Context: an optimization exercise on an open-source flow, tuned for small area, a short achievable clock period and few clock cycles. The choices shown serve that exercise and are no tape-out recipe. Only simulation tests tie the RTL to the original design; equivalence was not proved. No activity file was given, so power comes from the tool's default toggle rates.

run Z:
## cache_memory_nway
module cache_memory_nway #(
  parameter int WAYS             = cache_pkg::DEF_WAYS,
  parameter int ADDR_INDEX_SIZE  = cache_pkg::DEF_INDEX_SIZE,
  parameter int ADDR_OFFSET_SIZE = cache_pkg::DEF_OFFSET_SIZE,
  parameter int ADDR_TAG_SIZE    = cache_pkg::DEF_TAG_SIZE,
  parameter int CPU_DATA_SIZE    = cache_pkg::DEF_DATA_SIZE
) (
  input  logic                                     CLK,
  input  logic                                     RESET,
  input  logic [ADDR_TAG_SIZE+ADDR_INDEX_SIZE+ADDR_OFFSET_SIZE-1:0] CPU_ADDR,
  input  logic                                     SIG_CPU_RD,
  input  logic                                     SIG_CPU_WR,
  input  logic [CPU_DATA_SIZE-1:0]                 CPU_OUT_DATA,
  input  logic [CPU_DATA_SIZE/8-1:0]               CPU_B_VAL,
  output logic [CPU_DATA_SIZE-1:0]                 CPU_IN_DATA,
  output logic                                     ACK,
  output logic [ADDR_TAG_SIZE+ADDR_INDEX_SIZE-1:0] RAM_ADDR,
  output logic                                     SIG_RAM_RD,
  output logic                                     SIG_RAM_WR,
  output logic [CPU_DATA_SIZE*(1<<ADDR_OFFSET_SIZE)-1:0] MI_IN_DATA,
  input  logic [CPU_DATA_SIZE*(1<<ADDR_OFFSET_SIZE)-1:0] MI_OUT_DATA,
  input  logic                                     MI_SIG_RAM_ACK,
  output logic [15:0]                              HIT_CNT,
  output logic [15:0]                              MISS_CNT
);
  localparam int TW     = ADDR_TAG_SIZE;
  localparam int IW     = ADDR_INDEX_SIZE;
  localparam int OW     = ADDR_OFFSET_SIZE;
  localparam int DW     = CPU_DATA_SIZE;
  localparam int SETS   = 1 << IW;
  localparam int WORDS  = 1 << OW;
  localparam int LINE_W = DW * WORDS;
  localparam int BE_W   = DW / 8;
  ...
Size in the first run: about 3400 cells after synthesis, ~1200 flip-flops.
clock: 6.5 ns
lec_check: 0
cap_margin: 20
core_margin: 2
core_utilization: 40
setup_slack_margin: 1.5
slew_margin: 20
tns_end_percent: 0
run.sh (not shown) runs the stock make flow with config.mk's settings and CLKGATE_MAP_FILE= SYNTH_SCRIPT=/design/flow/synth_recipe.tcl, a recipe that flattens the netlist after the stock synthesis.
Run Z was carried through to the last stage, and its layout satisfied the timing, DRC and antenna checks.
Testbench counts of run Z, summed over its fixed seeds: cycles 85,321.
## Diff of input files: run F against run Z
Settings: swapping 40 for 60 in CORE_UTILIZATION; swapping 1.5 for 2.0 in SETUP_SLACK_MARGIN.
- Run F: done, clean on timing, DRC and antenna
- Net load switching power: run F vs run Z down 110 uW
- Global-route usage (lower): run Z
- Min met2 wirelength from detailed routing across run F and run Z: run Z
- From run Z to run F the numbers moved as follows: internal power component higher, horizontal die dimension lower, wire length -about 1.2%.

========
cache_memory_nway, a different RTL version from the one above (not shown whole).
Size in the first run: ~2700 cells after synthesis, about 220 I/O pins.
## cache_memory_nway
module cache_memory_nway #(
  parameter int WAYS             = cache_pkg::DEF_WAYS,
  parameter int ADDR_INDEX_SIZE  = cache_pkg::DEF_INDEX_SIZE,
  parameter int ADDR_OFFSET_SIZE = cache_pkg::DEF_OFFSET_SIZE,
  parameter int ADDR_TAG_SIZE    = cache_pkg::DEF_TAG_SIZE,
  parameter int CPU_DATA_SIZE    = cache_pkg::DEF_DATA_SIZE
) (
  input  logic                                     CLK,
  input  logic                                     RESET,
  input  logic [ADDR_TAG_SIZE+ADDR_INDEX_SIZE+ADDR_OFFSET_SIZE-1:0] CPU_ADDR,
  input  logic                                     SIG_CPU_RD,
  input  logic                                     SIG_CPU_WR,
  input  logic [CPU_DATA_SIZE-1:0]                 CPU_OUT_DATA,
  input  logic [CPU_DATA_SIZE/8-1:0]               CPU_B_VAL,
  output logic [CPU_DATA_SIZE-1:0]                 CPU_IN_DATA,
  output logic                                     ACK,
  output logic [ADDR_TAG_SIZE+ADDR_INDEX_SIZE-1:0] RAM_ADDR,
  output logic                                     SIG_RAM_RD,
  output logic                                     SIG_RAM_WR,
  output logic [CPU_DATA_SIZE*(1<<ADDR_OFFSET_SIZE)-1:0] MI_IN_DATA,
  input  logic [CPU_DATA_SIZE*(1<<ADDR_OFFSET_SIZE)-1:0] MI_OUT_DATA,
  input  logic                                     MI_SIG_RAM_ACK,
  output logic [15:0]                              HIT_CNT,
  output logic [15:0]                              MISS_CNT
);
Settings: LEC_CHECK=0, CAP_MARGIN=20, CORE_MARGIN=2, CORE_UTILIZATION=40, SETUP_SLACK_MARGIN=2.0, SLEW_MARGIN=20, SYNTH_HIERARCHICAL=1, SYNTH_MINIMUM_KEEP_SIZE=0, TNS_END_PERCENT=0; clock period 6.5 ns.
standard.sh (not shown) runs the stock make flow with config.mk's settings and CLKGATE_MAP_FILE= SYNTH_SCRIPT=/design/flow/synth_recipe.tcl, a recipe that flattens the netlist after the stock synthesis.
==> flow/flow/run.sh <==
#!/bin/bash
# Layout: the standard flow (standard synthesis unchanged), except that the
# port buffers are buf_2 cells rather than delay buffers, and the resizer may
# swap a cell for one of another footprint when it repairs timing.
set -euo pipefail
bash standard.sh synth > synth.log 2>&1
bash standard.sh MATCH_CELL_FOOTPRINT=0 "BUFFER_PORTS_ARGS=-buffer_cell sky130_fd_sc_hd__buf_2" finish > layout.log 2>&1
The baseline went through all stages and came out clean.
Testbench counts at the start, summed over its fixed seeds: cycles 85,321.
Rerun with:
==> flow/flow/run.sh (replaced) <==
#!/bin/bash
# Layout: the standard flow (standard synthesis unchanged), except that
#  - the port buffers are buf_2 cells rather than delay buffers,
#  - the resizer may swap a cell for one of another footprint when it repairs timing,
#  - the clock tree is built from clkbuf_8 cells in smaller sink clusters, without
#    dummy loads.
set -euo pipefail
bash standard.sh synth > synth.log 2>&1
bash standard.sh MATCH_CELL_FOOTPRINT=0 \
  "BUFFER_PORTS_ARGS=-buffer_cell sky130_fd_sc_hd__buf_2" \
  "CTS_ARGS=-sink_clustering_enable -repair_clock_nets -dont_use_dummy_load -buf_list sky130_fd_sc_hd__clkbuf_8 -sink_clustering_size 16 -sink_clustering_max_diameter 40" \
  finish > layout.log 2>&1
Worst hold slack is about the same; final area fell by 3.1%; synthesized area stays the same; clock-buffer cell count fell by 1; register-to-register slack got worse by 90 ps; wire length stays flat; setup slack got worse by 11 ps.
Rerun with:
- CORE_UTILIZATION: 40 -> 55
- PLACE_DENSITY: default -> 0.85
The changed run passed the timing, DRC and antenna checks.
Clock skew grows by 11 ps.
Setup slack degrades by 83 ps.
First-iteration DRC count grows by 36%.
Sequential power stays flat.
Die area shrinks by 27%.
Fmax shrinks by 1.7%.
Synthesized cell count does not change.
Cell count shrinks by 11%.
Wire length shrinks by 4.1%.
Power shrinks by 3.5%.
Rerun with:
==> flow/run.sh (new file) <==
#!/bin/bash
# synth_recipe.tcl (not shown) runs the flow's synth.tcl, then flattens the netlist and writes it again
# the make line also repeats each setting of config.mk as NAME=value (left out here)
make -C /OpenROAD-flow-scripts/flow DESIGN_CONFIG=/design/flow/config.mk WORK_HOME=/design/flow/orfs CLKGATE_MAP_FILE= SYNTH_SCRIPT=/design/flow/synth_recipe.tcl finish
- CORE_UTILIZATION: 55 -> 40
- PLACE_DENSITY: 0.85 -> default
- SETUP_SLACK_MARGIN: 2.0 -> 2.5
- TNS_END_PERCENT: 0 -> 5
removed: flow/flow/run.sh
removed: flow/standard.sh
The new run finished with timing, DRC and antenna clean.
Area after synthesis does not change.
Worst setup slack improves by 88 ps.
Non-clock buffer count grows by 224.
Power grows by 29%.

==> what the ideal ports hide <==
Ports are ideal in the flow. The routed layouts listed here were re-timed in OpenROAD. Step 1 (the two cells are an assumption about what drives the block):
set clk [get_ports {CLK}]
set_driving_cell -lib_cell sky130_fd_sc_hd__clkbuf_16 $clk
set_driving_cell -lib_cell sky130_fd_sc_hd__buf_2 [delete_from_list [all_inputs] $clk]
Step 2 times the ports against the registers' clock, not the clock port: input delays grow and output delays shrink by t, the midpoint of the rising clock arrivals with the driver on. Three values: ideal, step 1, step 2; two values: the first two.
run	shift t [ns]	setup slack, ns	hold WS [ns]	clock arrival spread, ns
run Z	0.842	1.023 / 0.982 / 0.982	0.486 / 0.486 / 0.486	0.053 / 0.054
run F	0.780	1.103 / 1.061 / 0.888	0.494 / 0.494 / 0.494	0.047 / 0.047
the first run of note 2	0.794	1.653 / 1.336 / 0.963	0.483 / 0.483 / 0.483	0.041 / 0.042
the second run of note 2	0.900	1.642 / 1.315 / 1.014	0.483 / 0.483 / 0.483	0.101 / 0.100
the third run of note 2	0.835	1.558 / 1.084 / 0.904	0.467 / 0.431 / 0.486	0.115 / 0.115
the fourth run of note 2	0.843	1.646 / 1.148 / 0.853	0.485 / 0.485 / 0.485	0.036 / 0.037
After both steps setup and hold are still met in every run listed. For the fourth run of note 2, which loses most, drivers alone change the setup slack by -0.498 ns; drivers and shift together by -0.793 ns.
